This design comes from an exercise in tuning for small area, a short achievable clock period and few clock cycles on the open sky130 flow, not from production work.
Function was checked by simulation only, so behaviour that the tests miss may differ from the original.

==> flow/design.v (outline; a module is shown in full before it is edited, if it fits) <==
// module fa_c: 10 lines
// module ha_c: 9 lines
// module pg_c: 11 lines
// module gg_c: 8 lines
// module ao_c: 7 lines
// module an_c: 7 lines
// module sine_pipe: 3202 lines
// module result_fifo: 42 lines
// module trig_axil_regs: 108 lines
// module trig_top: 77 lines
// module trig_unit: 41 lines
module trig_unit (
	input logic clk,
	input logic reset,
	input logic s_awvalid,
	input logic [3:0] s_awaddr,
	input logic s_wvalid,
	input logic [31:0] s_wdata,
	input logic s_bready,
	input logic s_arvalid,
	input logic [3:0] s_araddr,
	input logic s_rready,
	output logic s_awready,
	output logic s_wready,
	output logic s_bvalid,
	output logic [1:0] s_bresp,
	output logic s_arready,
	output logic s_rvalid,
	output logic [31:0] s_rdata,
	output logic [1:0] s_rresp
);
  // ...
==> flow/flow/run.sh <==
#!/bin/bash
set -euo pipefail
bash standard.sh SETUP_SLACK_MARGIN=5.5 finish > standard_flow.log 2>&1
==> flow/standard.sh <==
#!/bin/bash
# synth_recipe.tcl (not shown) runs the flow's synth.tcl, then flattens the netlist and writes it again
# the make line also repeats each setting of config.mk as NAME=value (left out here)
make -C /OpenROAD-flow-scripts/flow DESIGN_CONFIG=/design/flow/config.mk WORK_HOME=/design/flow/orfs CLKGATE_MAP_FILE= SYNTH_SCRIPT=/design/flow/synth_recipe.tcl "${@:-finish}"
==> flow/config.mk <==
export PLATFORM = sky130hd
export DESIGN_NAME = trig_unit
export DESIGN_NICKNAME = trig_unit
export VERILOG_FILES = /design/flow/design.v
export SDC_FILE = /design/flow/constraint.sdc
export NUM_CORES = 4
export LEC_CHECK = 0
export CAP_MARGIN = 20
export CORE_MARGIN = 2
export CORE_UTILIZATION = 60
export SETUP_SLACK_MARGIN = 5
export SLEW_MARGIN = 20
export SYNTH_HIERARCHICAL = 1
export SYNTH_MINIMUM_KEEP_SIZE = 0
==> flow/constraint.sdc <==
create_clock -name core_clock -period 10.0 [get_ports {clk}]
set_input_delay 2.0000 -clock core_clock [delete_from_list [all_inputs] [get_ports {clk}]]
set_output_delay 2.0000 -clock core_clock [all_outputs]
set_load 0.01 [all_outputs]
==> results by group, run 1 <==
Critical path
  • Worst r2r src: u_top.u_sine.t3[12]$_SDFF_PP0_
  • Critical setup path kind: flop to flop
  • Setup crit start: u_top.u_sine.t3[12]$_SDFF_PP0_
  • Crit path launch type: flop
  • Reg2Reg Depth: 12

Timing
  • Fin crit period: around 4400 ps
  • Period Utilization, post-route: 43.8%
  • Slew Limit Fails: 0
  • Worst-Margin Slew: 1040 ps
  • Maximum clock frequency: about 0.23 GHz

Place
  • Placed cell count: ~3100
  • Routability cong.: 0.912
  • Place WS: 4600 ps
  • Final HPWL DP: approximately 46 mm

CTS
  • Worst-skew pair later-pin latency: ~570 ps
  • Hold_buf cts: 0
  • # Post-CTS Setup Buffers: 11
  • CTS Buf Count: 30
  • Post_cts resized: a little over 100
  • Clock root buffer: clkbuf_16

Final layout
  • Comb_multi_in: 2065
  • Sequential cell area share: between 20% and 30%
  • Area-dominant class: multi-input combinational cells
  • Fill cells: roughly 3500
  • Non-clk bufs: around 120
  • Footprint of the multi-input gates: 20300 µm²
  • Top reg by flops: u_top.u_fifo.mem
  • Seq_cells: between 200 and 300
  • Nets: between 3000 and 4000
  • Final instance area: approximately 30000 µm²

Route
  • Post-route DRC: 0
  • Vias per inst: roughly 5.8

Outcome
  • Status: finished clean

GRT
  • Global route overflow: 0
  • Grt met3 use: roughly 2.6%

Die
  • DIE AREA: between 40000 and 50000 µm²
  • Starting Density: approximately three fifths
Testbench counts, summed over its fixed seeds: cycles 11,258.
==> run 2: changes to the inputs <==
==> flow/flow/run.sh (replaced) <==
#!/bin/bash
set -euo pipefail
bash standard.sh SETUP_SLACK_MARGIN=6.5 finish > standard_flow.log 2>&1
==> results by group, run 2 <==
Final layout
  • Biggest regs: u_top.u_fifo.mem x72, u_top.u_sine.xx2 x20, u_top.u_sine.a0 x19
  • Ant diodes: 0
  • Area grow syn2layout: 21.6%
  • Share of layout cells above drive strength 1: between 20% and 30%
  • Top reg by flops: u_top.u_fifo.mem
  • Commonest non-fill, non-tap cell in the layout: fa_1
  • Most frequent cells in the layout: fa_1 (341), a21o_1 (323), ha_1 (247)
  • Nets: 3499 (+4.4%)
  • Final Util: 74.3%
  • Max FFs per register: a little over 70

GRT
  • Global route overflow: 0 (unchanged)
  • Vias in the first global route: roughly 21000
  • Total track usage: a little under 30%
  • First-pass GRT wire length: about 110 mm
  • Largest net degree at the start of global routing: 26
  • Antenna violations before repair: 1

Place
  • Final HPWL DP: 45.2 mm (-1.7%)
  • Routability cong.: 0.895 (-1.9%)
  • Port Buffers: 74

Timing
  • # setup viols final: 0
  • Worst slew margin: about a third
  • Hold Violations, Final: 0
  • Fin crit period: 4210 ps (-164 ps)
  • Final TNS setup: 0 ps
  • RSZ-0062 raised after global routing: yes
  • Maximum clock frequency: 0.237 GHz (+3.9%)
  • Slew Limit Fails: 0 (unchanged)
  • Period Utilization, post-route: 42.1% (-1.6 points)
  • Fin Clk Skew: between 15 and 20 ps
  • Worst-Margin Slew: 984 ps (-51.4 ps)

Die
  • Die Span Y: ~220 µm
  • Row Count: 77
  • Core area: around 44000 µm²
  • Die W: around 220 µm
  • Starting Density: 61.1% (unchanged)
  • DIE AREA: 46900 µm² (unchanged)
  • Top Ports: 88

Critical path
  • Reg-to-reg slack, setup: a little under 6000 ps
  • Instance count on the critical path: 15
  • Crit path max fanout: 6
  • Worst r2r src: u_top.u_sine.u1[15]$_DFF_P_
  • Worst path cell trace: clkinv_8, buf_12, nor2_4, fa_1, fa_2, fa_1, fa_1, ha_4, and2_1, and2_1, a21o_4, a21o_1, a21o_1, a21o_1, xnor2_1
  • Worst r2r dst: u_top.u_sine.xx2[19]$_DFF_P_
  • Critical setup path kind: flop to flop
  • Setup crit start: u_top.u_sine.u1[15]$_DFF_P_
  • Critical Path RT: between 10000 and 15000 ps
  • CP max stage delay: around 590 ps
  • Number of buffers and inverters on the critical path: 2
  • Reg2Reg Depth: 15 (+3)
  • Slowest CP cell: fa_1
  • Crit path max-delay family: adder cells
  • Crit path DAT: around 4700 ps
  • Crit path to: u_top.u_sine.xx2[19]$_DFF_P_
  • CP Capture Type: flop
  • Crit path launch type: flop

Hold path
  • Hold Path Class: flop to flop

CTS
  • Worst-path clk slew: approximately 60 ps
  • Max clock buf depth: 3
  • Hold_buf cts: 0 (unchanged)
  • H-tree Lvls: 1
  • CTS Buf Count: 30 (unchanged)
  • Clock root buffer: clkbuf_16
  • CTS tree: done
  • Worst-skew pair later-pin latency: 580 ps (about the same)
  • Clk sinks: around 250

Route
  • Routed WL: ~68 mm
  • Vias per inst: 5.80 (+0.86%)
  • Drt pass-1 iters: 5
  • Routed Antenna Nets: 0
  • Routed via count: between 15000 and 20000
  • Post-DR wirelength/cell: between 15 and 20 µm
  • Post-route DRC: 0 (unchanged)
  • DR iter-0 viols: between 1000 and 1500

Synth
  • Cells after Synth: ~2600
  • Yosys warnings: 10
  • Post-Syn Area: ~27000 µm²
  • Synthesized area per cell: roughly 11 µm²

Outcome
  • Status: finished clean

Flow run
  • Max-Cap Viols: 0
## run 2: metal layers
metal | share of wire (%) | up-vias | track usage [%]
met5 | 0.019 | - | 0
met4 | 4.1 | 2 | 10.2
met3 | 4.6 | 187 | 3.71
met2 | 50 | 545 | 50.9
met1 | 41 | 9907 | 36.4
li1 | - | 9048 | -
## run 2: worst min path at each step
stage                             endpoint  slack (ps)  cells past startpoint                         from
2_1_floorplan      u_top.u_sine.n4$_DFF_P_         310                      0      u_top.u_sine.n3$_DFF_P_
3_3_place_gp   u_top.u_sine.t4[16]$_DFF_P_         320                      0  u_top.u_sine.t3[16]$_DFF_P_
3_5_place_dp       u_top.u_sine.n4$_DFF_P_         320                      0      u_top.u_sine.n3$_DFF_P_
4_1_cts            u_top.u_sine.n4$_DFF_P_         340                      0      u_top.u_sine.n3$_DFF_P_
5_1_grt        u_top.u_sine.t4[16]$_DFF_P_         350                      0  u_top.u_sine.t3[16]$_DFF_P_
6_report       u_top.u_sine.t4[16]$_DFF_P_         330                      0  u_top.u_sine.t3[16]$_DFF_P_
## run 2: through the flow
stage / hold WS [ps] / cell area [µm²] / instances / worst slack (ps)
4_1_cts: 336 / 32000 / 3352 / 5760
2_1_floorplan: 310 / 28200 / 2576 / 5870
6_report: 333 / 33000 / 3395 / 5790
5_1_grt: 352 / 33000 / 3395 / 5660
3_3_place_gp: 318 / 28700 / 3141 / 5360
3_5_place_dp: 322 / 28700 / 3141 / 5360
## run 2: worst register-to-register path, delay by kind of cell (launching register included)
| family | cells | cell delay (ps) |
|---|---|---|
| fa+ha+maj | 5 | 2110 |
| compound gates | 4 | 750 |
| simple gates | 3 | 440 |
| flops | 1 | 410 |
| buf+inv | 2 | 260 |
| xor+xnor | 1 | 130 |
## run 2: what timing repair did
| item | CTS | global route |
|---|---|---|
| cloned | 24 | 3 |
| setup endpoints to repair | 182 | 169 |
| buffers inserted | 131 | 40 |
| resized for setup | 256 | 155 |
| pin swaps | 86 | 77 |
## run 2: final cells by class
type,count,area [µm²]
inverter,157,842
tap,592,741
clock buffer,41,802
timing repair inverter,18,200
fill,3026,11400
multi-input combinational,2071,21700
sequential,252,6150
clock inverter,15,159
timing repair buffer,249,2400
==> run 3: changes to the inputs <==
==> flow/flow/run.sh (replaced) <==
#!/bin/bash
set -euo pipefail
bash standard.sh SETUP_SLACK_MARGIN=6.0 finish > standard_flow.log 2>&1
==> results by group, run 3 <==
Outcome
  • Status: finished clean

Timing
  • # setup viols final: 0 (unchanged)
  • Hold Violations, Final: 0 (unchanged)
  • Hold_ws: 341 ps (+8.78 ps)
  • Worst-Margin Slew: 1040 ps (+52.4 ps)
  • Fin crit period: 4170 ps (-40.8 ps)
  • Maximum clock frequency: 0.240 GHz (+0.98%)
  • Slew Limit Fails: 0 (unchanged)
  • Final TNS setup: 0 ps (unchanged)
  • Worst slew margin: 30.9% (-3.5 points)
  • RSZ-0062 raised after global routing: yes
  • Period Utilization, post-route: 41.7% (-0.41 points)
  • Fin Clk Skew: 21.4 ps (+3.52 ps)

Route
  • Routed WL: 64.7 mm (-4.5%)
  • Post-route DRC: 0 (unchanged)
  • DR iter-0 viols: 1135 (-8.2%)
  • Post-DR wirelength/cell: 19.3 µm (-3.4%)
  • Routed via count: 19300 (-2.2%)
  • Drt pass-1 iters: 5 (unchanged)
  • Routed Antenna Nets: 0 (unchanged)
  • Vias per inst: 5.73 (-1.1%)

Place
  • Dpl cell area: 28500 µm² (-0.57%)
  • Final HPWL DP: 45.0 mm (-0.54%)
  • Routability cong.: 0.876 (-2.1%)
  • Placed cell count: 3142 (+0.032%)
  • Port Buffers: 74 (unchanged)

GRT
  • Largest net degree at the start of global routing: 26 (unchanged)
  • Global route overflow: 0 (unchanged)
  • Vias in the first global route: 20500 (-2.0%)
  • Total track usage: 27.9% (-0.87 points)
  • First-pass GRT wire length: 105 mm (-2.7%)
  • Antenna violations before repair: 0 (-1)

Die
  • Row Count: 77 (unchanged)
  • Starting Density: 61.1% (unchanged)
  • DIE AREA: 46900 µm² (unchanged)
  • Die Span Y: 217 µm (unchanged)
  • Die W: 217 µm (unchanged)
  • Core area: 44400 µm² (unchanged)
  • Top Ports: 88 (unchanged)

Synth
  • Synthesized area per cell: 10.5 µm² (unchanged)
  • Post-Syn Area: 27100 µm² (unchanged)
  • Yosys warnings: 10 (unchanged)
  • Cells after Synth: 2573 (unchanged)

Final layout
  • Area grow syn2layout: 17.8%
  • Most frequent cells in the layout: fa_1 (350), a21o_1 (326), ha_1 (251)
  • Finished Layout Cells: 3358 (-1.1%)
  • Biggest regs: u_top.u_fifo.mem x72, u_top.u_sine.xx2 x20, u_top.u_sine.a0 x19
  • Final instance area: 32000 µm² (-3.1%)
  • Max FFs per register: 72 (unchanged)
  • Top reg by flops: u_top.u_fifo.mem
  • Fill cells: 3238 (+7.0%)
  • Commonest non-fill, non-tap cell in the layout: fa_1
  • Share of layout cells above drive strength 1: 17.9% (-3.2 points)
  • Nets: 3463 (-1.0%)
  • Ant diodes: 0 (unchanged)

Critical path
  • Crit path max fanout: 4 (-2)
  • CP Capture Type: flop
  • Critical Path RT: 10470 ps (+20 ps)
  • Crit path DAT: 4640 ps (-20 ps)
  • Critical setup path kind: flop to flop
  • Crit path launch type: flop

CTS
  • Worst-skew pair later-pin latency: 590 ps (about the same)
  • Max clock buf depth: 3 (unchanged)
  • CTS tree: done
  • CTS Buf Count: 29 (-3.3%)
  • Clk sinks: 252 (unchanged)
  • Worst-path clk slew: 60 ps (about the same)
  • H-tree Lvls: 1 (unchanged)
  • Hold_buf cts: 0 (unchanged)
  • Clock root buffer: clkbuf_16

Hold path
  • Hold Path Class: flop to flop

Flow run
  • Max-Cap Viols: 0 (unchanged)
==> run 3: path summary, 6_finish.rpt <==
kind,end,start,cells after the start,slack [ps]
worst min register to register,u_top.u_sine.n4$_DFF_P_,u_top.u_sine.n3$_DFF_P_,0,340
worst min-delay path,u_top.u_sine.n4$_DFF_P_,u_top.u_sine.n3$_DFF_P_,0,340
worst max-delay path,u_top.u_sine.xx2[17]$_DFF_P_,u_top.u_sine.u1[8]$_DFF_P_,14,5830
worst max register to register,u_top.u_sine.xx2[17]$_DFF_P_,u_top.u_sine.u1[8]$_DFF_P_,14,5830
==> run 3: final cells by class <==
cell class / instances / area (µm²) / area share, %
clock inverters: 12 / 140 / 0.438
multi-input cells: 2070 / 21200 / 66.2
flip-flops and latches: 252 / 6150 / 19.3
repair buffers: 215 / 1900 / 5.93
well taps: 592 / 741 / 2.32
repair inverters: 18 / 163 / 0.509
inverters: 157 / 846 / 2.65
clock buffers: 42 / 860 / 2.69
==> run 3: worst max-delay path, cell delays in order (launching register included) <==
cell,delay [ps]
dfxtp_4,390
buf_4,170
nor2_4,40
fa_2,360
fa_1,550
fa_1,450
fa_1,590
ha_4,230
a21o_1,160
a21o_4,200
a21o_4,240
a21o_1,200
a21o_1,180
a21o_1,160
xor2_1,130
==> run 3: timing repair <==
action / CTS / global route
pin swaps: 49 / 66
gates resized for setup: 176 / 93
endpoints found under the setup margin: 141 / 149
endpoints found under the hold margin: 0 / 0
cloned: 22 / 2
setup buffers: 104 / 34
==> run 3: layer usage <==
layer  global-route usage, %  share of wire (%)  vias up
li1                        -                  -     8978
met1                    36.6                 43     9689
met2                    49.0                 50      468
met3                    3.00                4.1      120
met4                    8.24                3.0        0
met5                       0                  0        -
==> run 3: metrics by stage <==
stage | setup slack, ps | utilization [%]
finish | 5830 | 72.0
CTS | 5800 | 70.4
detailed placement | 5270 | 64.3
global placement | 5320 | 64.3
floorplan | 5870 | -
global route | 5690 | 72.0
==> run 4: changes to the inputs <==
==> flow/run.sh (new file) <==
#!/bin/bash
# synth_recipe.tcl (not shown) runs the flow's synth.tcl, then flattens the netlist and writes it again
# the make line also repeats each setting of config.mk as NAME=value (left out here)
make -C /OpenROAD-flow-scripts/flow DESIGN_CONFIG=/design/flow/config.mk WORK_HOME=/design/flow/orfs CLKGATE_MAP_FILE= SYNTH_SCRIPT=/design/flow/synth_recipe.tcl finish
removed: flow/flow/run.sh
removed: flow/standard.sh
==> results by group, run 4 <==
Outcome
  • Status: finished clean

Critical path
  • Critical Path RT: 10470 ps (about the same)
  • Reg-to-reg slack, setup: 5170 ps (-660 ps)
  • CP Capture Type: flop
  • Critical setup path kind: flop to flop
  • Crit path DAT: 5300 ps (+660 ps)
  • Crit path max fanout: 20 (+16)
  • Crit path launch type: flop

Route
  • Routed WL: 60.9 mm (-5.7%)
  • Drt pass-1 iters: 5 (unchanged)
  • Post-route DRC: 0 (unchanged)
  • Routed via count: 18400 (-4.5%)
  • DR iter-0 viols: 1123 (-1.1%)
  • Post-DR wirelength/cell: 19.0 µm (-1.1%)
  • Routed Antenna Nets: 0 (unchanged)
  • Vias per inst: 5.74 (+0.16%)

Timing
  • # setup viols final: 0 (unchanged)
  • Hold Violations, Final: 0 (unchanged)
  • Fin Clk Skew: 10.6 ps (-10.8 ps)
  • Hold_ws: 326 ps (-15.6 ps)
  • Maximum clock frequency: 0.207 GHz (-14%)
  • Final TNS setup: 0 ps (unchanged)
  • Fin crit period: 4830 ps (+659 ps)
  • Slew Limit Fails: 0 (unchanged)
  • Worst-Margin Slew: 1040 ps (+3.52 ps)
  • RSZ-0062 raised after global routing: yes
  • Period Utilization, post-route: 48.3% (+6.6 points)
  • Worst slew margin: 30.6% (-0.33 points)

CTS
  • CTS Buf Count: 29 (unchanged)
  • H-tree Lvls: 1 (unchanged)
  • CTS tree: done
  • Worst-skew pair later-pin latency: 580 ps (about the same)
  • Clk sinks: 252 (unchanged)
  • Max clock buf depth: 3 (unchanged)
  • Hold_buf cts: 0 (unchanged)
  • Worst-path clk slew: 60 ps (about the same)
  • Clock root buffer: clkbuf_16

Final layout
  • Register area: 5990 µm² (-2.7%)
  • Footprint of the multi-input gates: 20100 µm² (-5.0%)
  • Fill cells: 3627 (+12%)
  • Max FFs per register: 72 (unchanged)
  • Most frequent cells in the layout: fa_1 (388), a21o_1 (337), ha_1 (285)
  • Final Util: 65.8% (-6.1 points)
  • Top reg by flops: u_top.u_fifo.mem
  • Share of layout cells above drive strength 1: 4.37% (-14 points)
  • Biggest regs: u_top.u_fifo.mem x72, u_top.u_sine.xx2 x20, u_top.u_sine.a0 x19
  • Nets: 3305 (-4.6%)
  • Commonest non-fill, non-tap cell in the layout: fa_1
  • Area grow syn2layout: 7.79%

Die
  • DIE AREA: 46900 µm² (unchanged)
  • Starting Density: 61.1% (unchanged)
  • Row Count: 77 (unchanged)
  • Die W: 217 µm (unchanged)
  • Die Span Y: 217 µm (unchanged)
  • Top Ports: 88 (unchanged)
  • Core area: 44400 µm² (unchanged)

GRT
  • Largest net degree at the start of global routing: 26 (unchanged)
  • Antenna violations before repair: 2 (+2)
  • Total track usage: 27.2% (-0.72 points)
  • First-pass GRT wire length: 102 mm (-3.4%)
  • Vias in the first global route: 19600 (-4.5%)
  • Global route overflow: 0 (unchanged)

Place
  • Port Buffers: 74 (unchanged)
  • Final HPWL DP: 47.0 mm (+4.5%)
  • Routability cong.: 0.868 (-0.93%)

Synth
  • Synthesized area per cell: 10.5 µm² (unchanged)
  • Cells after Synth: 2573 (unchanged)
  • Yosys warnings: 10 (unchanged)
  • Post-Syn Area: 27100 µm² (unchanged)

Flow run
  • Max-Cap Viols: 0 (unchanged)

Hold path
  • Hold Path Class: flop to flop
[run 4: final cells by class]
class	count	share of cell area, %
flip-flops and latches	252	20.5
well taps	592	2.53
clock buffers	42	2.90
inverters	157	2.28
repair buffers	81	2.71
multi-input cells	2064	68.8
clock inverters	12	0.295
diodes	1	0.00856
[run 4: repair_timing]
action / CTS / global route
setup endpoints to repair: 30 / 52
buffers inserted: 3 / 0
gates resized for setup: 34 / 25
[run 4: layer usage]
metal | up-vias | global-route usage (%) | part of all wire, % | routed length, µm
li1 | 8657 | - | - | -
met1 | 9183 | 38.0 | 45 | 27600
met2 | 440 | 43.9 | 47 | 28500
met3 | 104 | 3.92 | 4.9 | 2960
met4 | 0 | 9.02 | 3.1 | 1900
met5 | - | 0 | 0 | 0
[run 4: path summary, 6_finish.rpt]
| check | depth (start not counted) | endpoint | from |
|---|---|---|---|
| max | 14 | u_top.u_sine.xx2[18]$_DFF_P_ | u_top.u_sine.u1[14]$_DFF_P_ |
| max reg2reg | 14 | u_top.u_sine.xx2[18]$_DFF_P_ | u_top.u_sine.u1[14]$_DFF_P_ |
| min reg2reg | 0 | u_top.u_sine.t4[16]$_DFF_P_ | u_top.u_sine.t3[16]$_DFF_P_ |
| min | 0 | u_top.u_sine.t4[16]$_DFF_P_ | u_top.u_sine.t3[16]$_DFF_P_ |
[run 4: per-stage QoR]
stage | area, µm² | cells | worst slack [ps]
after detailed placement | 28100 | 3143 | 4330
after global placement | 28100 | 3143 | 4430
after CTS | 29200 | 3200 | 5010
final | 29200 | 3201 | 5170
after floorplan | 27100 | 2576 | 5300
after global routing | 29200 | 3200 | 4990
[run 4: worst max-delay path, cell delays in order, from the launching register on]
cell	delay (ps)
dfxtp_2	510
clkinv_4	260
nor2_1	200
fa_1	470
fa_1	440
fa_1	530
fa_1	420
ha_1	330
a21o_1	200
a21o_1	250
a21o_1	320
a21o_1	270
a21o_1	190
a21o_1	160
xor2_1	150

## port drivers added, routing unchanged
In the flow no input, the clock included, has a driving cell. The finished layouts below were timed again as built, in two steps.
Step 1 sets driving cells, clkbuf_16 on the clock port and buf_2 on the other inputs (assumed; they add their load-dependent delay and slew).
Step 2, shift: input delay + t, output delay - t, t = (earliest + latest rising clock arrival at the registers) / 2. This alone moves slack from input paths to output paths.
Three values: ideal, step 1, step 2; two values: the first two.
| run | shift t [ns] | setup WS [ns] | clock arrival spread, ns | worst data-port slew with drivers (ns) | pins driven straight from the clock port |
|---|---|---|---|---|---|
| run 1 | 0.623 | 5.623 / 5.623 / 5.562 | 0.025 / 0.025 | 0.05 | 1 |
| run 2 | 0.635 | 5.787 / 5.787 / 5.787 | 0.021 / 0.021 | 0.04 | 1 |
| run 3 | 0.635 | 5.828 / 5.828 / 5.586 | 0.022 / 0.021 | 0.04 | 1 |
| run 4 | 0.635 | 5.170 / 5.170 / 5.170 | 0.011 / 0.011 | 0.07 | 1 |
After both steps setup and hold are still met in every run listed. For run 3, which loses most, drivers alone change the setup slack by 0.000 ns; drivers and shift together by -0.242 ns.
